This design comes from an exercise in tuning for small area on the open sky130 flow, not from production work.
Function was checked by simulation only, so behaviour that the tests miss may differ from the original.
Power is estimated from default activity; no workload was simulated.

==> v39: inputs <==
==> flow/design.v <==
module ram_true_dual #(
    parameter int DATA_WIDTH = 8,
    parameter int ADDR_WIDTH = 7
) (
    output logic [DATA_WIDTH-1:0] q1,
    output logic [DATA_WIDTH-1:0] q2,
    input  logic [DATA_WIDTH-1:0] d1,
    input  logic [DATA_WIDTH-1:0] d2,
    input  logic [ADDR_WIDTH-1:0] a1,
    input  logic [ADDR_WIDTH-1:0] a2,
    input  logic                  we1,
    input  logic                  we2,
    input  logic                  clk,
    input  logic                  rst_n
);
    localparam int DEPTH = 1 << ADDR_WIDTH;
    logic [DATA_WIDTH-1:0] mem [DEPTH];
    logic [DATA_WIDTH-1:0] q1_q;
    logic [DATA_WIDTH-1:0] q2_q;
    logic [DATA_WIDTH-1:0] q1_d;
    logic [DATA_WIDTH-1:0] q2_d;
    logic                  wr2_en;
    always_comb begin
        q1_d = we1 ? d1 : mem[a1];
        q2_d = we2 ? d2 : mem[a2];
    end
    always_comb begin
        wr2_en = we2 && !(we1 && (a1 == a2));
    end
    always_ff @(posedge clk) begin
        if (rst_n) begin
            if (we1) begin
                mem[a1] <= d1;
            end
            if (wr2_en) begin
                mem[a2] <= d2;
            end
        end
    end
    always_ff @(posedge clk or negedge rst_n) begin
        if (!rst_n) begin
            q1_q <= '0;
            q2_q <= '0;
        end else begin
            q1_q <= q1_d;
            q2_q <= q2_d;
        end
    end
    assign q1 = q1_q;
    assign q2 = q2_q;
endmodule
==> flow/run.sh <==
#!/bin/bash
# synth_recipe.tcl (not shown) runs the flow's synth.tcl, then flattens the netlist and writes it again
# the make line also repeats each setting of config.mk as NAME=value (left out here)
make -C /OpenROAD-flow-scripts/flow DESIGN_CONFIG=/design/flow/config.mk WORK_HOME=/design/flow/orfs CLKGATE_MAP_FILE= SYNTH_SCRIPT=/design/flow/synth_recipe.tcl finish
==> flow/config.mk <==
export PLATFORM = sky130hd
export DESIGN_NAME = ram_true_dual
export DESIGN_NICKNAME = ram_true_dual
export VERILOG_FILES = /design/flow/design.v
export SDC_FILE = /design/flow/constraint.sdc
export NUM_CORES = 4
export LEC_CHECK = 0
export CAP_MARGIN = 20
export CORE_MARGIN = 2
export CORE_UTILIZATION = 40
export SLEW_MARGIN = 20
==> flow/constraint.sdc <==
create_clock -name core_clock -period 6.0 [get_ports {clk}]
set_input_delay 1.2000 -clock core_clock [delete_from_list [all_inputs] [get_ports {clk}]]
set_output_delay 1.2000 -clock core_clock [all_outputs]
set_load 0.01 [all_outputs]
==> inputs of v5, as changes to v39 <==
==> flow/design.v, changed modules only <==
module rtd_bit_next (
    input  logic sel1,
    input  logic wd1,
    input  logic sel2,
    input  logic wd2,
    input  logic hold,
    input  logic s,
    output logic n
);
    assign n = (sel1 & wd1) | (sel2 & wd2) | (hold & s);
endmodule
module rtd_rd_leaf #(
    parameter int W = 3
) (
    input  logic [W-1:0] sel,
    input  logic [W-1:0] s,
    output logic         y_n
);
    assign y_n = !(|(sel & s));
endmodule
module rtd_rd_tree #(
    parameter int N = 43
) (
    input  logic [N-1:0] y_n,
    output logic         r
);
    assign r = !(&y_n);
endmodule
module rtd_word_sel (
    input  logic lo_n,
    input  logic hi_n,
    output logic sel
);
    assign sel = !(lo_n | hi_n);
endmodule
module rtd_word_hold (
    input  logic lo1_n,
    input  logic hw1_n,
    input  logic lo2_n,
    input  logic hw2_n,
    output logic hold
);
    assign hold = (lo1_n | hw1_n) & (lo2_n | hw2_n);
endmodule
module ram_true_dual #(
    parameter int DATA_WIDTH = 8,
    parameter int ADDR_WIDTH = 7
) (
    output logic [DATA_WIDTH-1:0] q1,
    output logic [DATA_WIDTH-1:0] q2,
    input  logic [DATA_WIDTH-1:0] d1,
    input  logic [DATA_WIDTH-1:0] d2,
    input  logic [ADDR_WIDTH-1:0] a1,
    input  logic [ADDR_WIDTH-1:0] a2,
    input  logic                  we1,
    input  logic                  we2,
    input  logic                  clk,
    input  logic                  rst_n
);
    localparam int DEPTH = 1 << ADDR_WIDTH;   
    localparam int NLEAF = (DEPTH + 2) / 3;    
    logic [DEPTH-1:0][DATA_WIDTH-1:0] mem;
    logic [DEPTH-1:0][DATA_WIDTH-1:0] mem_n;
    logic [DEPTH-1:0]      sel1, sel2, rsel1, rsel2, hold;
    logic                  wr1_en, wr2_en;
    logic [DATA_WIDTH-1:0] wd1, wd2;
    logic [7:0]  lo1_n, lo2_n;
    logic [15:0] hi1_n, hi2_n;
    logic [15:0] hw1_n, hw2_n;
    logic [DATA_WIDTH-1:0] rd1, rd2;
    logic [DATA_WIDTH-1:0] q1_q, q2_q;
    assign wr1_en = rst_n && we1;
    assign wr2_en = rst_n && we2 && !(we1 && (a1 == a2));
    assign wd1    = {DATA_WIDTH{wr1_en}} & d1;
    assign wd2    = {DATA_WIDTH{wr2_en}} & d2;
    always_comb begin
        for (int i = 0; i < 8; i++) begin
            lo1_n[i] = !(a1[2:0] == 3'(i));
            lo2_n[i] = !(a2[2:0] == 3'(i));
        end
        for (int i = 0; i < 16; i++) begin
            hi1_n[i] = !(a1[6:3] == 4'(i));
            hi2_n[i] = !(a2[6:3] == 4'(i));
            hw1_n[i] = !(wr1_en && a1[6:3] == 4'(i));
            hw2_n[i] = !(wr2_en && a2[6:3] == 4'(i));
        end
    end
    for (genvar w = 0; w < DEPTH; w++) begin : g_word
        rtd_word_sel u_sel1 (.lo_n(lo1_n[w % 8]), .hi_n(hi1_n[w / 8]), .sel(sel1[w]));
        rtd_word_sel u_sel2 (.lo_n(lo2_n[w % 8]), .hi_n(hi2_n[w / 8]), .sel(sel2[w]));
        rtd_word_sel u_rsel1 (.lo_n(lo1_n[w % 8]), .hi_n(hi1_n[w / 8]), .sel(rsel1[w]));
        rtd_word_sel u_rsel2 (.lo_n(lo2_n[w % 8]), .hi_n(hi2_n[w / 8]), .sel(rsel2[w]));
        rtd_word_hold u_hold (
            .lo1_n(lo1_n[w % 8]), .hw1_n(hw1_n[w / 8]),
            .lo2_n(lo2_n[w % 8]), .hw2_n(hw2_n[w / 8]), .hold(hold[w])
        );
        for (genvar b = 0; b < DATA_WIDTH; b++) begin : g_bit
            rtd_bit_next u_nx (
                .sel1(sel1[w]), .wd1(wd1[b]), .sel2(sel2[w]), .wd2(wd2[b]),
                .hold(hold[w]), .s(mem[w][b]), .n(mem_n[w][b])
            );
        end
    end
    always_ff @(posedge clk) begin
        mem <= mem_n;
    end
    for (genvar b = 0; b < DATA_WIDTH; b++) begin : g_rd
        logic [DEPTH-1:0] s_b;
        logic [NLEAF-1:0] y1_n, y2_n;
        for (genvar w = 0; w < DEPTH; w++) begin : g_col
            assign s_b[w] = mem[w][b];
        end
        for (genvar l = 0; l < NLEAF; l++) begin : g_leaf
            localparam int LW = (3 * l + 3 <= DEPTH) ? 3 : DEPTH - 3 * l;
            rtd_rd_leaf #(.W(LW)) u_l1 (
                .sel(rsel1[3*l +: LW]), .s(s_b[3*l +: LW]), .y_n(y1_n[l])
            );
            rtd_rd_leaf #(.W(LW)) u_l2 (
                .sel(rsel2[3*l +: LW]), .s(s_b[3*l +: LW]), .y_n(y2_n[l])
            );
        end
        rtd_rd_tree #(.N(NLEAF)) u_t1 (.y_n(y1_n), .r(rd1[b]));
        rtd_rd_tree #(.N(NLEAF)) u_t2 (.y_n(y2_n), .r(rd2[b]));
    end
    always_ff @(posedge clk or negedge rst_n) begin
        if (!rst_n) begin
            q1_q <= '0;
            q2_q <= '0;
        end else begin
            q1_q <= we1 ? d1 : rd1;
            q2_q <= we2 ? d2 : rd2;
        end
    end
    assign q1 = q1_q;
    assign q2 = q2_q;
endmodule
Settings changed: CELL_PAD_IN_SITES_DETAIL_PLACEMENT set to 2, CELL_PAD_IN_SITES_GLOBAL_PLACEMENT set to 2, CORE_UTILIZATION 40 to 35, CTS_BUF_LIST set to sky130_fd_sc_hd__clkbuf_16, CTS_CLUSTER_DIAMETER set to 60, CTS_CLUSTER_SIZE set to 20, PLACE_DENSITY set to 0.4, SYNTH_HIERARCHICAL set to 1.
==> inputs of v12, as changes to v39 <==
==> flow/design.v, changed modules only <==
module rtd_bit_next (
    input  logic sel1,
    input  logic wd1,
    input  logic sel2,
    input  logic wd2,
    input  logic hold,
    input  logic s,
    output logic n
);
    assign n = (sel1 & wd1) | (sel2 & wd2) | (hold & s);
endmodule
module rtd_rd_leaf #(
    parameter int W = 3
) (
    input  logic [W-1:0] sel,
    input  logic [W-1:0] s,
    output logic         y_n
);
    assign y_n = !(|(sel & s));
endmodule
module rtd_rd_tree #(
    parameter int N = 43
) (
    input  logic [N-1:0] y_n,
    output logic         r
);
    assign r = !(&y_n);
endmodule
module rtd_word_sel (
    input  logic lo_n,
    input  logic hi_n,
    output logic sel
);
    assign sel = !(lo_n | hi_n);
endmodule
module rtd_word_hold (
    input  logic lo1_n,
    input  logic hw1_n,
    input  logic lo2_n,
    input  logic hw2_n,
    output logic hold
);
    assign hold = (lo1_n | hw1_n) & (lo2_n | hw2_n);
endmodule
module ram_true_dual #(
    parameter int DATA_WIDTH = 8,
    parameter int ADDR_WIDTH = 7
) (
    output logic [DATA_WIDTH-1:0] q1,
    output logic [DATA_WIDTH-1:0] q2,
    input  logic [DATA_WIDTH-1:0] d1,
    input  logic [DATA_WIDTH-1:0] d2,
    input  logic [ADDR_WIDTH-1:0] a1,
    input  logic [ADDR_WIDTH-1:0] a2,
    input  logic                  we1,
    input  logic                  we2,
    input  logic                  clk,
    input  logic                  rst_n
);
    localparam int DEPTH = 1 << ADDR_WIDTH;   
    localparam int NLEAF = (DEPTH + 2) / 3;    
    logic [DEPTH-1:0][DATA_WIDTH-1:0] mem;
    logic [DEPTH-1:0][DATA_WIDTH-1:0] mem_n;
    logic [DEPTH-1:0]      sel1, sel2, rsel1, rsel2, hold;
    logic                  wr1_en, wr2_en;
    logic [DATA_WIDTH-1:0] wd1, wd2;
    logic [7:0]  lo1_n, lo2_n;
    logic [15:0] hi1_n, hi2_n;
    logic [15:0] hw1_n, hw2_n;
    logic [DATA_WIDTH-1:0] rd1, rd2;
    logic [DATA_WIDTH-1:0] q1_q, q2_q;
    assign wr1_en = rst_n && we1;
    assign wr2_en = rst_n && we2 && !(we1 && (a1 == a2));
    assign wd1    = {DATA_WIDTH{wr1_en}} & d1;
    assign wd2    = {DATA_WIDTH{wr2_en}} & d2;
    always_comb begin
        for (int i = 0; i < 8; i++) begin
            lo1_n[i] = !(a1[2:0] == 3'(i));
            lo2_n[i] = !(a2[2:0] == 3'(i));
        end
        for (int i = 0; i < 16; i++) begin
            hi1_n[i] = !(a1[6:3] == 4'(i));
            hi2_n[i] = !(a2[6:3] == 4'(i));
            hw1_n[i] = !(wr1_en && a1[6:3] == 4'(i));
            hw2_n[i] = !(wr2_en && a2[6:3] == 4'(i));
        end
    end
    for (genvar w = 0; w < DEPTH; w++) begin : g_word
        rtd_word_sel u_sel1 (.lo_n(lo1_n[w % 8]), .hi_n(hi1_n[w / 8]), .sel(sel1[w]));
        rtd_word_sel u_sel2 (.lo_n(lo2_n[w % 8]), .hi_n(hi2_n[w / 8]), .sel(sel2[w]));
        rtd_word_sel u_rsel1 (.lo_n(lo1_n[w % 8]), .hi_n(hi1_n[w / 8]), .sel(rsel1[w]));
        rtd_word_sel u_rsel2 (.lo_n(lo2_n[w % 8]), .hi_n(hi2_n[w / 8]), .sel(rsel2[w]));
        rtd_word_hold u_hold (
            .lo1_n(lo1_n[w % 8]), .hw1_n(hw1_n[w / 8]),
            .lo2_n(lo2_n[w % 8]), .hw2_n(hw2_n[w / 8]), .hold(hold[w])
        );
        for (genvar b = 0; b < DATA_WIDTH; b++) begin : g_bit
            rtd_bit_next u_nx (
                .sel1(sel1[w]), .wd1(wd1[b]), .sel2(sel2[w]), .wd2(wd2[b]),
                .hold(hold[w]), .s(mem[w][b]), .n(mem_n[w][b])
            );
        end
    end
    always_ff @(posedge clk) begin
        mem <= mem_n;
    end
    for (genvar b = 0; b < DATA_WIDTH; b++) begin : g_rd
        logic [DEPTH-1:0] s_b;
        logic [NLEAF-1:0] y1_n, y2_n;
        for (genvar w = 0; w < DEPTH; w++) begin : g_col
            assign s_b[w] = mem[w][b];
        end
        for (genvar l = 0; l < NLEAF; l++) begin : g_leaf
            localparam int LW = (3 * l + 3 <= DEPTH) ? 3 : DEPTH - 3 * l;
            rtd_rd_leaf #(.W(LW)) u_l1 (
                .sel(rsel1[3*l +: LW]), .s(s_b[3*l +: LW]), .y_n(y1_n[l])
            );
            rtd_rd_leaf #(.W(LW)) u_l2 (
                .sel(rsel2[3*l +: LW]), .s(s_b[3*l +: LW]), .y_n(y2_n[l])
            );
        end
        rtd_rd_tree #(.N(NLEAF)) u_t1 (.y_n(y1_n), .r(rd1[b]));
        rtd_rd_tree #(.N(NLEAF)) u_t2 (.y_n(y2_n), .r(rd2[b]));
    end
    always_ff @(posedge clk or negedge rst_n) begin
        if (!rst_n) begin
            q1_q <= '0;
            q2_q <= '0;
        end else begin
            q1_q <= we1 ? d1 : rd1;
            q2_q <= we2 ? d2 : rd2;
        end
    end
    assign q1 = q1_q;
    assign q2 = q2_q;
endmodule
Settings changed: CELL_PAD_IN_SITES_DETAIL_PLACEMENT set to 2, CELL_PAD_IN_SITES_GLOBAL_PLACEMENT set to 2, CORE_UTILIZATION 40 to 35, CTS_BUF_LIST set to sky130_fd_sc_hd__clkbuf_16, CTS_CLUSTER_DIAMETER set to 85, CTS_CLUSTER_SIZE set to 28, PLACE_DENSITY set to 0.4, SYNTH_HIERARCHICAL set to 1.
==> comparison <==
v12 produced a clean layout. v5 passed the timing, DRC and antenna checks. v39 passed the timing, DRC and antenna checks. Against v5, the register-to-register slack of v39 is worse by 0.17 ns. The highest utilization belongs to v39, the lowest to v12. The highest maximum frequency belongs to v39, the lowest to v12. Global-route usage: v5 > v12 > v39. The highest routed wire length belongs to v39, the lowest to v12. Between v12 and v39, the lower non-clock buffer count is in v12 (gap 184). In flip-flop and latch count, v12 and v39 do not differ. In v39 the synthesized cell count is larger than in v5, by about 4%. Clock power, lowest first: v12, v39, v5.

-- re-timing with driven ports --
The flow's constraints put no driver on any port. The routed layouts listed below were extracted and timed again, unchanged, in two steps.
Step 1 sets driving cells, clkbuf_16 on the clock port and buf_2 on the other inputs (assumed; they add their load-dependent delay and slew).
Step 2, shift: input delay + t, output delay - t, t = (earliest + latest rising clock arrival at the registers) / 2. This alone moves slack from input paths to output paths.
Three values: no drivers, after step 1, after step 2; two values: the first two.
run | t (ns) | setup WS [ns] | worst setup path after step 2 | slew at the worst register clock pin (ns) | pins driven straight from the clock port
v39 | 0.867 | 1.304 / 1.336 / 0.469 | input to register | 0.07 / 0.07 | 1
v5 | 0.859 | 0.613 / 0.674 / -0.186 | input to register | 0.08 / 0.08 | 1
v12 | 0.790 | 0.490 / 0.553 / -0.237 | input to register | 0.12 / 0.12 | 1
With both steps, setup timing fails in v5 and v12, where it was met with ideal ports. The setup slack of v39, which loses most, moves by +0.032 ns with the drivers and by -0.835 ns with both steps.
